Context: an optimization exercise on an open-source flow, tuned for small area, a short achievable clock period and few clock cycles per item. The choices shown serve that exercise and are no tape-out recipe. Where RTL was checked, it was by simulation tests only, not by an equivalence proof against the original. Power and IR drop assume default switching activity.

==> module block_cache_lru_directory_core, before the edit <==
module block_cache_lru_directory_core (
    input  logic        i_clk,
    input  logic        i_rst_n,
    input  logic        i_in_valid,
    output logic        o_in_stall,
    input  logic [0:0]  i_cmd,
    input  logic [31:0] i_block_number,
    output logic        o_out_valid,
    input  logic        i_out_stall,
    output logic [2:0]  o_status,
    output logic [3:0]  o_slot,
    output logic [31:0] o_evicted_block,
    input  logic        i_cfg_we,
    input  logic [31:0] i_cfg_data
);
    localparam int N = 16;
    logic [31:0]  r_tag [N];
    logic [N-1:0] r_valid;
    logic [31:0]  r_size;
    logic         r_m [N][N];      
    logic         s1_v;
    logic         s1_cmd;
    logic [31:0]  s1_blk;
    logic         s1_take, n1_v;
    logic         r2_v;
    logic         r2_cmd;
    logic         r2_gt_hi, r2_eq_hi, r2_ge_lo;   
    logic         r2_rng;
    logic [31:0]  r2_key;
    logic [N-1:0] r2_eq;
    logic         r_ov;
    logic [2:0]   r_st;
    logic [3:0]   r_sl;
    logic [31:0]  r_ev;
    logic         q_v;
    logic [2:0]   q_st;
    logic [3:0]   q_sl;
    logic [N-1:0] q_rd;
    logic         pop, r_ld;
    logic         n2_v, nq_v, r_stall;
    logic         adv, take, acc;
    logic [N-1:0] eq_in;
    logic         eq_key;
    logic [N-1:0] match, free_oh, victim, upd, ins_oh, evc_oh, sel_oh, rd_oh;
    logic         hit, full, empty, is_acc, go_acc, ins;
    logic [2:0]   n_st;
    logic [3:0]   n_sl;
    logic [31:0]  n_ev;
    logic         older [N][N];   
    assign adv        = r2_v & ~q_v;
    assign take       = ~r2_v | ~q_v;
    assign acc        = take;
    assign s1_take    = ~s1_v | take;
    assign n1_v       = s1_take ? i_in_valid : s1_v;
    assign o_in_stall = r_stall;
    assign pop        = r_ov & ~i_out_stall;
    assign r_ld       = ~r_ov | pop;
    assign n2_v       = take ? s1_v : r2_v;
    assign nq_v       = q_v ? ~pop : (adv & ~r_ld);
    assign eq_key = (r2_key == s1_blk);
    always_comb begin
        for (int i = 0; i < N; i++) begin
            eq_in[i] = (adv && free_oh[i]) ? eq_key : (r_tag[i] == s1_blk);
        end
    end
    assign r2_rng = r2_gt_hi | (r2_eq_hi & r2_ge_lo);
    always_comb begin
        for (int i = 0; i < N; i++) begin
            match[i] = r_valid[i] & r2_eq[i];
        end
        hit   = |match;
        full  = &r_valid;
        empty = ~|r_valid;
        for (int i = 0; i < N; i++) begin
            free_oh[i] = ~r_valid[i];
            for (int k = 0; k < i; k++) begin
                free_oh[i] = free_oh[i] & r_valid[k];
            end
        end
        for (int j = 0; j < N; j++) begin
            for (int k = 0; k < N; k++) begin
                if (k < j) older[k][j] = ~r_valid[k] | r_m[k][j];
                else if (k > j) older[k][j] = ~r_valid[k] | ~r_m[j][k];
                else older[k][j] = 1'b1;
            end
        end
        for (int j = 0; j < N; j++) begin
            victim[j] = r_valid[j];
            for (int k = 0; k < N; k++) begin
                victim[j] = victim[j] & older[k][j];
            end
        end
        is_acc = ~r2_cmd;
        go_acc = is_acc & ~r2_rng;
        ins    = go_acc & ~hit;
        ins_oh = free_oh & {N{ins}};
        upd    = (match & {N{go_acc}}) | ins_oh;
        evc_oh = victim & {N{r2_cmd}};
        sel_oh = go_acc ? (match | (hit ? '0 : free_oh)) : evc_oh;
        n_sl = '0;
        for (int i = 0; i < N; i++) begin
            if (sel_oh[i]) n_sl = n_sl | 4'(i);
        end
        for (int i = 0; i < N; i++) begin
            q_rd[i] = (q_st == 3'd4) && (q_sl == 4'(i));
        end
        rd_oh = q_v ? q_rd : evc_oh;
        n_ev = '0;
        for (int i = 0; i < N; i++) begin
            if (rd_oh[i]) n_ev = n_ev | r_tag[i];
        end
        if (r2_cmd) n_st = empty ? 3'd5 : 3'd4;
        else if (r2_rng) n_st = 3'd3;
        else if (hit) n_st = 3'd0;
        else if (full) n_st = 3'd2;
        else n_st = 3'd1;
    end
    always_ff @(posedge i_clk) begin
        if (!i_rst_n) begin
            r2_v    <= 1'b0;
            s1_v    <= 1'b0;
            r_stall <= 1'b0;
            r_ov    <= 1'b0;
            q_v     <= 1'b0;
            r_valid <= '0;
            r_size  <= '1;
        end else begin
            if (i_cfg_we) r_size <= i_cfg_data;
            s1_v    <= n1_v;
            r2_v    <= n2_v;
            r_stall <= n1_v & n2_v & nq_v;
            if (adv) begin
                r_valid <= (r_valid & ~evc_oh) | ins_oh;
            end
            if (r_ld) r_ov <= q_v | adv;
            q_v <= nq_v;
        end
    end
    always_ff @(posedge i_clk) begin
        if (s1_take) begin
            s1_cmd <= i_cmd[0];
            s1_blk <= i_block_number;
        end
        if (acc) begin
            r2_cmd   <= s1_cmd;
            r2_key   <= s1_blk;
            r2_eq    <= eq_in;
            r2_gt_hi <= (s1_blk[31:16] >  r_size[31:16]);
            r2_eq_hi <= (s1_blk[31:16] == r_size[31:16]);
            r2_ge_lo <= (s1_blk[15:0]  >= r_size[15:0]);
        end
        if (!q_v) begin
            q_st <= n_st;
            q_sl <= n_sl;
        end
        if (r_ld) begin
            r_st <= q_v ? q_st : n_st;
            r_sl <= q_v ? q_sl : n_sl;
            r_ev <= n_ev;
        end
    end
    for (genvar i = 0; i < N; i++) begin : g_tag
        always_ff @(posedge i_clk) begin
            if (adv && free_oh[i]) r_tag[i] <= r2_key;
        end
    end
    for (genvar i = 0; i < N; i++) begin : g_row
        for (genvar j = i + 1; j < N; j++) begin : g_col
            always_ff @(posedge i_clk) begin
                if (adv && upd[i]) r_m[i][j] <= 1'b1;
                else if (adv && upd[j]) r_m[i][j] <= 1'b0;
            end
        end
    end
    assign o_out_valid     = r_ov;
    assign o_status        = r_st;
    assign o_slot          = r_sl;
    assign o_evicted_block = r_ev;
endmodule
Settings: LEC_CHECK=0, CAP_MARGIN=40, CORE_MARGIN=2, CORE_UTILIZATION=40, SETUP_SLACK_MARGIN=4.8, SLEW_MARGIN=40; clock period 7.5 ns.
run.sh (not shown) runs the stock make flow with config.mk's settings and CLKGATE_MAP_FILE= SYNTH_SCRIPT=/design/flow/synth_recipe.tcl, a recipe that flattens the netlist after the stock synthesis.
Testbench counts at the start, summed over its fixed seeds: cycles 24,024, requests 24,000.
Change:
--- a/flow/design.v
+++ b/flow/design.v
@@ -36,61 +36,50 @@
 );
     localparam int N = 16;
     logic [31:0]  r_tag [N];
     logic [N-1:0] r_valid;
     logic [31:0]  r_size;
     logic         r_m [N][N];      
-    logic         s1_v;
-    logic         s1_cmd;
-    logic [31:0]  s1_blk;
-    logic         s1_take, n1_v;
     logic         r2_v;
     logic         r2_cmd;
-    logic         r2_gt_hi, r2_eq_hi, r2_ge_lo;   
     logic         r2_rng;
     logic [31:0]  r2_key;
     logic [N-1:0] r2_eq;
+    logic [N-1:0] r2_fix;
+    logic         r2_fixeq;
     logic         r_ov;
     logic [2:0]   r_st;
     logic [3:0]   r_sl;
     logic [31:0]  r_ev;
     logic         q_v;
     logic [2:0]   q_st;
     logic [3:0]   q_sl;
     logic [N-1:0] q_rd;
     logic         pop, r_ld;
-    logic         n2_v, nq_v, r_stall;
     logic         adv, take, acc;
     logic [N-1:0] eq_in;
-    logic         eq_key;
     logic [N-1:0] match, free_oh, victim, upd, ins_oh, evc_oh, sel_oh, rd_oh;
     logic         hit, full, empty, is_acc, go_acc, ins;
     logic [2:0]   n_st;
     logic [3:0]   n_sl;
     logic [31:0]  n_ev;
     logic         older [N][N];   
     assign adv        = r2_v & ~q_v;
     assign take       = ~r2_v | ~q_v;
-    assign acc        = take;
-    assign s1_take    = ~s1_v | take;
-    assign n1_v       = s1_take ? i_in_valid : s1_v;
-    assign o_in_stall = r_stall;
+    assign acc        = i_in_valid & take;
+    assign o_in_stall = ~take;
     assign pop        = r_ov & ~i_out_stall;
     assign r_ld       = ~r_ov | pop;
-    assign n2_v       = take ? s1_v : r2_v;
-    assign nq_v       = q_v ? ~pop : (adv & ~r_ld);
-    assign eq_key = (r2_key == s1_blk);
     always_comb begin
         for (int i = 0; i < N; i++) begin
-            eq_in[i] = (adv && free_oh[i]) ? eq_key : (r_tag[i] == s1_blk);
+            eq_in[i] = (r_tag[i] == i_block_number);
         end
     end
-    assign r2_rng = r2_gt_hi | (r2_eq_hi & r2_ge_lo);
     always_comb begin
         for (int i = 0; i < N; i++) begin
-            match[i] = r_valid[i] & r2_eq[i];
+            match[i] = r_valid[i] & (r2_fix[i] ? r2_fixeq : r2_eq[i]);
         end
         hit   = |match;
         full  = &r_valid;
         empty = ~|r_valid;
         for (int i = 0; i < N; i++) begin
             free_oh[i] = ~r_valid[i];
@@ -136,42 +125,34 @@
         else if (full) n_st = 3'd2;
         else n_st = 3'd1;
     end
     always_ff @(posedge i_clk) begin
         if (!i_rst_n) begin
             r2_v    <= 1'b0;
-            s1_v    <= 1'b0;
-            r_stall <= 1'b0;
             r_ov    <= 1'b0;
             q_v     <= 1'b0;
             r_valid <= '0;
             r_size  <= '1;
         end else begin
             if (i_cfg_we) r_size <= i_cfg_data;
-            s1_v    <= n1_v;
-            r2_v    <= n2_v;
-            r_stall <= n1_v & n2_v & nq_v;
+            if (take) r2_v <= i_in_valid;
             if (adv) begin
                 r_valid <= (r_valid & ~evc_oh) | ins_oh;
             end
             if (r_ld) r_ov <= q_v | adv;
-            q_v <= nq_v;
+            q_v <= q_v ? ~pop : (adv & ~r_ld);
         end
     end
     always_ff @(posedge i_clk) begin
-        if (s1_take) begin
-            s1_cmd <= i_cmd[0];
-            s1_blk <= i_block_number;
-        end
         if (acc) begin
-            r2_cmd   <= s1_cmd;
-            r2_key   <= s1_blk;
+            r2_cmd   <= i_cmd[0];
+            r2_key   <= i_block_number;
             r2_eq    <= eq_in;
-            r2_gt_hi <= (s1_blk[31:16] >  r_size[31:16]);
-            r2_eq_hi <= (s1_blk[31:16] == r_size[31:16]);
-            r2_ge_lo <= (s1_blk[15:0]  >= r_size[15:0]);
+            r2_fixeq <= (i_block_number == r2_key);
+            r2_rng   <= (i_block_number >= r_size);
+            r2_fix   <= adv ? free_oh : '0;
         end
         if (!q_v) begin
             q_st <= n_st;
             q_sl <= n_sl;
         end
         if (r_ld) begin
=> The changed run produced a clean layout. First-iteration DRC count went up by 6.3%. Via count rises by 7.3%. Synthesized area is lower by 0.97%. Total power grows by 2.5%. Utilization came out higher by 5.8 points. Clock power is higher by about 3%. Fmax decreases by 1.5%. Register-to-register slack degrades by 0.06 ns. Die area drops by 0.96%. Hold slack improved by 0.016 ns. Combinational power increases by 33%. Setup slack gets worse by 0.043 ns. Critical path depth grows by 5. Routed wire length is higher by 10%.
The RTL of the second run of this note was laid out without a check of its function.

==> static timing again, ports no longer ideal <==
No port has a modelled driver above. Below, the same layouts with a new extraction and two added sets of constraints. Step 1 (the two cells are an assumption about what drives the block):
set clk [get_ports {i_clk}]
set_driving_cell -lib_cell sky130_fd_sc_hd__clkbuf_16 $clk
set_driving_cell -lib_cell sky130_fd_sc_hd__buf_2 [delete_from_list [all_inputs] $clk]
Step 2 also shifts input and output timing later by t, the mid clock arrival at the registers, as if the neighbouring blocks saw the same clock. a / b / c = ideal ports / drivers / drivers and shift; a / b = the first two.
run | shift t [ns] | setup WS [ns] | hold WS [ns] | worst data-port slew with drivers (ns)
the first run | 0.750 | 4.608 / 4.538 / 4.465 | 0.446 / 0.446 / 0.446 | 0.04
the second run | 0.734 | 4.565 / 4.580 / 3.881 | 0.463 / 0.463 / 0.463 | 0.05
After both steps setup and hold are still met in every run listed. The setup slack of the second run, which loses most, moves by +0.015 ns with the drivers and by -0.684 ns with both steps.
